This is an optimization exercise on Yosys and OpenROAD, whose aim is small area, a short achievable clock period and few clock cycles per item, not a production implementation. Where RTL was checked, it was by simulation tests only, not by an equivalence proof against the original. No functional check of the RTL was part of run 2.

## flow/design.v (module list and top-level ports; edited modules follow where they fit)
// module accel_dynamic_magnitude: 1921 lines
module accel_dynamic_magnitude
(
    input  logic        clk,
    input  logic        rst_n,
    input  logic        s_axis_tvalid,
    output logic        s_axis_tready,
    input  logic [47:0] s_axis_tdata,
    output logic        m_axis_tvalid,
    input  logic        m_axis_tready,
    output logic [23:0] m_axis_tdata,
    output logic        m_axis_tuser
);
  // ...
==> flow/flow/run.sh <==
#!/bin/bash
set -e
export SETUP_SLACK_MARGIN=${SETUP_SLACK_MARGIN_OVERRIDE:-7.5}
bash standard.sh > standard.log 2>&1
==> flow/standard.sh <==
#!/bin/bash
# synth_recipe.tcl (not shown) runs the flow's synth.tcl, then flattens the netlist and writes it again
# the make line also repeats each setting of config.mk as NAME=value (left out here)
make -C /OpenROAD-flow-scripts/flow DESIGN_CONFIG=/design/flow/config.mk WORK_HOME=/design/flow/orfs CLKGATE_MAP_FILE= SYNTH_SCRIPT=/design/flow/synth_recipe.tcl "${@:-finish}"
==> flow/config.mk <==
export PLATFORM = sky130hd
export DESIGN_NAME = accel_dynamic_magnitude
export DESIGN_NICKNAME = accel_dynamic_magnitude
export VERILOG_FILES = /design/flow/design.v
export SDC_FILE = /design/flow/constraint.sdc
export NUM_CORES = 4
export LEC_CHECK = 0
export ABC_AREA = 1
export CAP_MARGIN = 20
export CORE_MARGIN = 2
export CORE_UTILIZATION = 40
export PLACE_DENSITY = 0.6
export SLEW_MARGIN = 20
==> flow/constraint.sdc <==
create_clock -name core_clock -period 12.0 [get_ports {clk}]
set_input_delay 2.4000 -clock core_clock [delete_from_list [all_inputs] [get_ports {clk}]]
set_output_delay 2.4000 -clock core_clock [all_outputs]
set_load 0.01 [all_outputs]
==> summary.txt, run 1 <==
Synthesis:
- After synthesis, the most frequently instantiated cells are sky130_fd_sc_hd__nand2_1 (1705), sky130_fd_sc_hd__inv_1 (1414), sky130_fd_sc_hd__edfxtp_1 (781), sky130_fd_sc_hd__fa_1 (602), sky130_fd_sc_hd__ha_1 (369).
- By area, the combinational part of the netlist is dominated by adder cells.
- The largest total area in the synthesized netlist belongs to sky130_fd_sc_hd__edfxtp_1.
- The area share of fa/ha/maj cells after synthesis is ~26%.
- The share of flip-flops with an asynchronous set or reset is between 3 and 4%.
- The multiplexer area fraction after synthesis is 0%.
- The Yosys warning count is 4.

Timing:
- The post-route clock period utilization is a little over a third.
- Counting I/O delays and the setup requirement, the final critical path takes around 4.3 ns.

Drt:
- The iteration-0 DRC count of the detailed router is 3380.
- The final wirelength is around 170 mm.
- Dividing the detail-routed wire length by the instance count gives around 19 µm.

Finish:
- At the end of the flow, the number of nets in the layout was around 8000.
- The clock network takes up around 4.3% of total cell area after layout.
- The biggest slice of the area belongs to multi-input combinational cells.
- Multi-input gates account for a little under half of the area.
- In the finished layout, the clock tree contains a buffer count of between 100 and 150.

Critical path:
- The sum of buffers and inverters on the critical path is 6.
- Counting cells, the worst reg-to-reg path comes to 13.
- The critical path is of the register to register type.
- On the worst path, the slowest cell contributes a delay of approximately 0.56 ns.
- The most frequent cell on the critical path is sky130_fd_sc_hd__fa_1.
- STA classifies the critical path endpoint as a register.
- In this run the worst setup path terminates at p2_tl6c23[3].
- The worst register-to-register path ends at p2_tl6c23[3].

GRT:
- The busiest layer in global routing is met2.
- The total overflow left after global routing is 0.

CTS:
- In this run the post-CTS setup repair buffer count came out at 7.

Worst hold path:
- The classification of the worst-slack hold path is register to register.

Place:
- At the end of routability-driven placement, the weighted congestion stood at 0.919.

Run status:
- The run finished with no timing, DRC or antenna violations.

Floorplanning:
- The count of inserted tapcells is 2072.
Testbench counts, summed over its fixed seeds: cycles 3,304, items 3,200.
==> inputs of run 2 (changes only) <==
--- a/flow/design.v
+++ b/flow/design.v
@@ -8,42 +8,19 @@
     input  logic        s_axis_tvalid,
     output logic        s_axis_tready,
     input  logic [47:0] s_axis_tdata,
     output logic        m_axis_tvalid,
     input  logic        m_axis_tready,
     output logic [23:0] m_axis_tdata,
     output logic        m_axis_tuser
 );
-    logic rdy_q, rdy_n;
-    logic skid_v_n, v1_n, t1_n, cal_busy_n, calibrated_n;
-    logic [1:0] ph_n;
-    logic [6:0] cnt_n;
-    assign skid_v_n     = (m_axis_tready || !out_v) ? 1'b0 : (skid_v || (res_valid && adv));
-    assign v1_n         = adv ? in_accept : v1;
-    assign t1_n         = adv ? !calibrated : t1;
-    assign ph_n         = cal_step ? ((ph == 2'd2) ? 2'd0 : ph + 1'b1) : ph;
-    assign cal_busy_n   = v1_n && t1_n && (ph_n != 2'd2);
-    assign cnt_n        = (in_accept && !calibrated) ? cnt + 1'b1 : cnt;
-    assign calibrated_n = calibrated || (dividing && (ph == 2'd2) && (dstep == 5'd24));
-    assign rdy_n        = !skid_v_n && !cal_busy_n && !((cnt_n == 7'(CAL_N)) && !calibrated_n);
-    always_ff @(posedge clk or negedge rst_n)
-    begin
-        if (!rst_n)
-        begin
-            rdy_q <= 1'b0;
-        end
-        else
-        begin
-            rdy_q <= rdy_n;
-        end
-    end
     localparam int CAL_N = 100;
     logic [27:0] cr [3];
-    logic [1:0]  ph;
+    logic [2:0]  ph;         
     logic [6:0]  cnt;
     logic [4:0]  dstep;
     logic        dividing;
     logic        calibrated;
     logic        cal_full;
     logic        cal_busy;
     logic        cal_step;
     logic [27:0] pe_in, pe_out;
@@ -55,24 +32,47 @@
     logic [3:0]  dl_reg [3];
     logic        adv, adv_base;
     logic        in_accept;
     logic        skid_v, out_v, out_u, skid_u;
     logic [20:0] out_d, skid_d;
     logic [20:0] res_root;
     logic        res_valid, res_tag;
     assign adv_base      = !skid_v;
-    assign cal_busy      = v1 && t1 && (ph != 2'd2);
+    assign cal_busy      = v1 && t1 && !ph[2];
     assign adv           = adv_base && !cal_busy;
     assign cal_full      = (cnt == 7'(CAL_N));
     assign s_axis_tready = rdy_q;
     assign in_accept     = s_axis_tvalid && rdy_q;
     assign cal_step      = dividing || (v1 && t1 && (!cal_busy || adv_base));
+    logic rdy_q, rdy_n;
+    logic skid_v_n, v1_n, t1_n, cal_busy_n, calibrated_n;
+    logic [2:0] ph_n;
+    logic [6:0] cnt_n;
+    assign skid_v_n     = (m_axis_tready || !out_v) ? 1'b0 : (skid_v || (res_valid && adv));
+    assign v1_n         = adv ? in_accept : v1;
+    assign t1_n         = adv ? !calibrated : t1;
+    assign ph_n         = cal_step ? {ph[1:0], ph[2]} : ph;
+    assign cal_busy_n   = v1_n && t1_n && !ph_n[2];
+    assign cnt_n        = (in_accept && !calibrated) ? cnt + 1'b1 : cnt;
+    assign calibrated_n = calibrated || (dividing && ph[2] && (dstep == 5'd24));
+    assign rdy_n        = !skid_v_n && !cal_busy_n && !((cnt_n == 7'(CAL_N)) && !calibrated_n);
+    always_ff @(posedge clk or negedge rst_n)
+    begin
+        if (!rst_n)
+        begin
+            rdy_q <= 1'b0;
+        end
+        else
+        begin
+            rdy_q <= rdy_n;
+        end
+    end
     assign pe_in  = cr[2];
-    assign u_sel  = (ph == 2'd0) ? p1_dh2[15:0] : ((ph == 2'd1) ? p1_dh1[15:0] : p1_dh0[15:0]);
+    assign u_sel  = ({16{ph[0]}} & p1_dh2[15:0]) | ({16{ph[1]}} & p1_dh1[15:0]) | ({16{ph[2]}} & p1_dh0[15:0]);
     assign acc_in = (cnt == 7'd1) ? 23'd3 : pe_in[22:0];
     assign r2     = {((dstep == 5'd0) ? 5'd0 : pe_in[27:23]), pe_in[22]};
     assign ge     = (r2 >= 6'd25);
     assign pe_out = dividing ? {(ge ? 5'(r2 - 6'd25) : r2[4:0]), pe_in[21:0], ge}
                              : {pe_in[27:23], acc_in + 23'(u_sel)};
     for (genvar a = 0; a < 3; a++) begin : g_q
         assign q_eff[a] = calibrated ? cr[a][20:0] : 21'd0;
     end
@@ -92,34 +92,34 @@
             cr[2] <= cr[1];
         end
     end
     always_ff @(posedge clk or negedge rst_n)
     begin
         if (!rst_n)
         begin
             cnt        <= '0;
-            ph         <= '0;
+            ph         <= 3'b001;
             dividing   <= 1'b0;
             calibrated <= 1'b0;
             dstep      <= '0;
         end
         else
         begin
             if (in_accept && !calibrated)
             begin
                 cnt <= cnt + 1'b1;
             end
             if (cal_step)
             begin
-                ph <= (ph == 2'd2) ? 2'd0 : ph + 1'b1;
+                ph <= {ph[1:0], ph[2]};
             end
             if (dividing)
             begin
-                if (ph == 2'd2)
+                if (ph[2])
                 begin
                     dstep <= dstep + 1'b1;
                     if (dstep == 5'd24)
                     begin
                         dividing   <= 1'b0;
                         calibrated <= 1'b1;
                     end
                 end
==> flow/flow/run.sh (replaced) <==
#!/bin/bash
set -e
export SETUP_SLACK_MARGIN=7.8
export BUFFER_PORTS_ARGS="-buffer_cell sky130_fd_sc_hd__buf_2"
bash standard.sh > standard.log 2>&1
==> flow/config.mk (replaced) <==
export PLATFORM = sky130hd
export DESIGN_NAME = accel_dynamic_magnitude
export DESIGN_NICKNAME = accel_dynamic_magnitude
export VERILOG_FILES = /design/flow/design.v
export SDC_FILE = /design/flow/constraint.sdc
export NUM_CORES = 4
export LEC_CHECK = 0
export ABC_AREA = 1
export CAP_MARGIN = 20
export CORE_MARGIN = 2
export CORE_UTILIZATION = 50
export PLACE_DENSITY = 0.65
export SLEW_MARGIN = 20
export TNS_END_PERCENT = 5
==> summary.txt, run 2 <==
Synthesis:
- The Yosys warning count is 4 (unchanged).
- The average footprint of a synthesized cell is between 9 and 10 µm².
- The fraction of the yosys area taken by sequential cells is between 30% and 40%.
- The commonest cells after synthesis are sky130_fd_sc_hd__nand2_1 (1724), sky130_fd_sc_hd__inv_1 (1407), sky130_fd_sc_hd__edfxtp_1 (781), sky130_fd_sc_hd__fa_1 (602), sky130_fd_sc_hd__ha_1 (369).
- Synthesis handed over a netlist of between 6000 and 7000 instances.
- The count of state elements after synthesis is 826.
- The share of flip-flops with an asynchronous set or reset is 3.87% (+0.12 points).
- The dominant register cell in the synthesized netlist is sky130_fd_sc_hd__edfxtp_1.
- The synthesized design devotes to its leading area cell type between 30% and 40% of total area.
- The synthesized netlist contains between 60 and 70 unique library cells.
- By area the synthesized netlist is led by sky130_fd_sc_hd__edfxtp_1 (36%), sky130_fd_sc_hd__fa_1 (19%), sky130_fd_sc_hd__nand2_1 (10%), sky130_fd_sc_hd__inv_1 (8.2%), sky130_fd_sc_hd__ha_1 (7.2%).
- The post-synthesis cell area is 64400 µm².
- sky130_fd_sc_hd__nand2_1 is the most common cell in the netlist.
- sky130_fd_sc_hd__edfxtp_1 takes more of the synthesized area than any other cell.
- The count of flip-flops with a built-in enable after synthesis is approximately 800.

Floorplanning:
- The initialized floorplan defines 131 standard-cell rows.
- The die width is ~360 µm.
- The core region is 128000 µm².
- The die is about 360 µm tall.
- The area of the die is 132000 µm².
- For this configuration, the core starts out at a cell density of 50.4%.
- The number of top-level design ports is just under 80.

CTS:
- The number of clock buffers added by TritonCTS is between 90 and 100.
- CTS placed an instance of sky130_fd_sc_hd__clkbuf_16 at the clock tree root.
- For this design, the CTS-stage hold fixing added 0 buffers.
- For the worst-skew pair, the clock arrives at the later sink with an insertion delay of between 0.7 and 0.8 ns.
- The maximum root-to-sink buffer count is 3.
- The number of sinks handled by clock tree synthesis is 826.
- The H-tree was split into 3 levels.
- Clock-pin slew was measured on the worst setup and hold paths at 0.06 ns.
- TritonCTS built the clock tree.

Job:
- Max-cap violations in this run came to 0.

Finish:
- The net count reported at finish is 8062 (+0.24%).
- Leaving out fill and tap cells, the most frequent cell in the layout is sky130_fd_sc_hd__nand2_1.
- Cells fill around 55% of the core in the end.
- After filler insertion, the fill cell instance count of the layout stands at 11264.
- The post-route netlist has a little under 7% of its cells at a drive strength greater than 1.
- The register with the most flip-flops in the layout has 84 of them.
- The area overhead of the layout relative to synthesis is 9.29%.
- The register with the most flip-flops in the final layout is cr.
- Leaving out fill and tap cells, the most frequent cells in the layout are sky130_fd_sc_hd__nand2_1 (1723), sky130_fd_sc_hd__inv_1 (1406), sky130_fd_sc_hd__edfxtp_1 (781), sky130_fd_sc_hd__fa_1 (602), sky130_fd_sc_hd__ha_1 (369).
- The largest registers in the layout are cr: 84 flops, p3_sr1: 38 flops, p4_sr4: 32 flops.

Place:
- The half-perimeter wire length of the detailed placement result is between 100 and 150 mm.
- Buffers placed on the I/O ports in this run total 75.
- The global placement routability congestion is 0.917 (-0.26%).

Timing:
- The number of hold-slack violations in the final timing report is 0.
- The shortest clock period the worst path allows after layout is 4.42 ns (+0.102 ns).
- Headroom to the max-slew limit came out at between 20% and 30%.
- Setup violations remaining at the end of the flow were counted as 0.
- The post-route clock period utilization was 36.8% (+0.85 points).
- Setup repair after global routing could not meet its margin everywhere.
- Derived from the worst setup path, the maximum achievable clock frequency is roughly 0.23 GHz.
- The number of max-slew violations in the final report came to 0.
- The clock arrives with between 0.06 and 0.07 ns of skew.
- The total negative slack for setup checks is 0 ns.
- At the pin with the least slew margin, the transition time is approximately 1.1 ns.

Drt:
- The first TritonRoute pass finished after 6 iterations.
- The remaining number of nets flagged by the antenna check after routing is 0.
- The iteration-0 DRC count of the detailed router is 4101 (+21%).
- The number of remaining DRC errors is 0.
- The final wirelength was 171 mm (-1.8%).
- The average detailed-routed wire length per instance is 19.5 µm (+2.4%).
- The average vias per placed instance is between 5 and 6.
- The routed via count is approximately 47000.

Critical path:
- The critical path is of the register to register type.
- The critical path data required time is roughly 12 ns.
- The kind of capture point of the worst setup path is a register.
- The arrival time of data at the critical path endpoint is between 4 and 5 ns.
- Along the worst path, the maximum fanout reaches 5.
- The worst reg2reg path depth is 11 (-2).
- The type of element launching the critical path is a register.

Run status:
- The flow ran to the end and the layout has no timing, DRC or antenna violations.

Worst hold path:
- The cell count of the worst hold path is 0.
- The worst hold path belongs to the class register to register.

GRT:
- Entering global routing, the biggest net connects between 150 and 200 pins.
- The initial antenna violation count is 4.
- Global routing consumed, over all layers together, between 20% and 30% of the routing resources.
- The total overflow reported by the global router is 0 (unchanged).
- The first global-routing pass estimated ~270 mm of wire.
- The via count of the first global-routing pass is 48180.
==> run 2: cell count changes in the layout (fill, tap and decap cells not counted), sizes merged, moves of 6 or more <==
cell           change
a21oi             -14
a31oi              +8
buf               +75
clkbuf             -6
clkdlybuf4s50     -74
clkinv            +18
clkinvlp          -11
nand2             +32
nand3b            -10
nor4               +8
o21a               +7
o221ai             +9
o22ai              -9
xnor2              -8
==> run 2: worst max-delay path: stages, from the launching register on <==
cell and delay, ns:
sky130_fd_sc_hd__edfxtp_1 0.40, sky130_fd_sc_hd__fa_1 0.53, sky130_fd_sc_hd__fa_1 0.63, sky130_fd_sc_hd__ha_1 0.48
sky130_fd_sc_hd__nand2_1 0.14, sky130_fd_sc_hd__nor2_1 0.14, sky130_fd_sc_hd__inv_1 0.07, sky130_fd_sc_hd__nor4_1 0.71
sky130_fd_sc_hd__a21oi_1 0.26, sky130_fd_sc_hd__o21a_1 0.25, sky130_fd_sc_hd__o21ai_0 0.32, sky130_fd_sc_hd__xor2_1 0.14
==> run 2: timing repair <==
action,CTS,global route
buffers inserted,46,5
cloned,0,2
setup endpoints to repair,105,292
pin swaps,1,2
resized for setup,10,40
==> run 2: cell type report <==
type / count / area [µm²] / share of cell area (%)
flip-flops and latches: 826 / 24500 / 34.9
repair buffers: 187 / 1310 / 1.86
diodes: 2 / 5.00 / 0.00711
clock inverters: 71 / 815 / 1.16
well taps: 1662 / 2080 / 2.95
multi-input cells: 4504 / 33900 / 48.1
inverters: 1425 / 5380 / 7.64
clock buffers: 105 / 2390 / 3.40
repair inverters: 1 / 7.51 / 0.0107
==> run 2: cells by family (layout without fill, tap and decap cells) <==
kind of cell / Yosys count / after routing / synth area share [%]
adder cells (fa/ha/maj): 971 / 971 / 25.9
other: 1 / 5 / 0.00582
flip-flops: 826 / 826 / 38.1
buffers and inverters: 1611 / 1789 / 9.59
AND/OR/NAND/NOR: 2431 / 2432 / 15.4
XOR/XNOR: 262 / 262 / 3.56
AO/OA/AOI/OAI: 836 / 836 / 7.44
==> run 2: per-layer routing <==
| metal | share of wire (%) | vias up | GRT usage (%) |
|---|---|---|---|
| li1 | - | 22169 | - |
| met1 | 40 | 22530 | 33.4 |
| met2 | 48 | 1635 | 44.7 |
| met3 | 7.0 | 433 | 4.38 |
| met4 | 4.8 | 4 | 12.1 |
| met5 | 0.018 | - | 0 |
==> run 2: worst paths after layout <==
check	startpoint	slack (ns)	to
setup / recovery	p2_tl6c15[0]	7.58	p3_sr1[32]
hold / removal	p8_sr12[4]	0.39	p9_sr14[4]
setup reg to reg	p2_tl6c15[0]	7.58	p3_sr1[32]
hold reg to reg	p8_sr12[4]	0.39	p9_sr14[4]
max in group asynchronous	rst_n	9.71	calibrated
min in group asynchronous	rst_n	1.74	cnt[0]
==> run 2: through the flow <==
step                cell area (µm²)  hold slack, ns  setup slack [ns]  cells
floorplan                     64400           0.382              6.55   6940
global placement              66500           0.400              6.84   8551
detailed placement            66600           0.405              6.91   8552
CTS                           70200           0.379              7.49   8774
global route                  70400           0.389              7.45   8782
finish                        70400           0.389              7.58   8783

-- afterwards: timing with drivers on the ports --
Ports are ideal in the flow. The routed layouts listed here were re-timed in OpenROAD. Step 1 (the two cells are an assumption about what drives the block):
set clk [get_ports {clk}]
set_driving_cell -lib_cell sky130_fd_sc_hd__clkbuf_16 $clk
set_driving_cell -lib_cell sky130_fd_sc_hd__buf_2 [delete_from_list [all_inputs] $clk]
Step 2 times the ports against the registers' clock, not the clock port: input delays grow and output delays shrink by t, the midpoint of the rising clock arrivals with the driver on. Three values: ideal, step 1, step 2; two values: the first two.
run | t, ns | setup WS [ns] | worst setup path after step 2
run 1 | 0.772 | 7.681 / 7.681 / 7.047 | input to register
run 2 | 0.789 | 7.579 / 7.579 / 7.237 | input to register
After both steps every run listed still meets setup and hold. For run 1, which loses most, drivers alone change the setup slack by 0.000 ns; drivers and shift together by -0.634 ns.
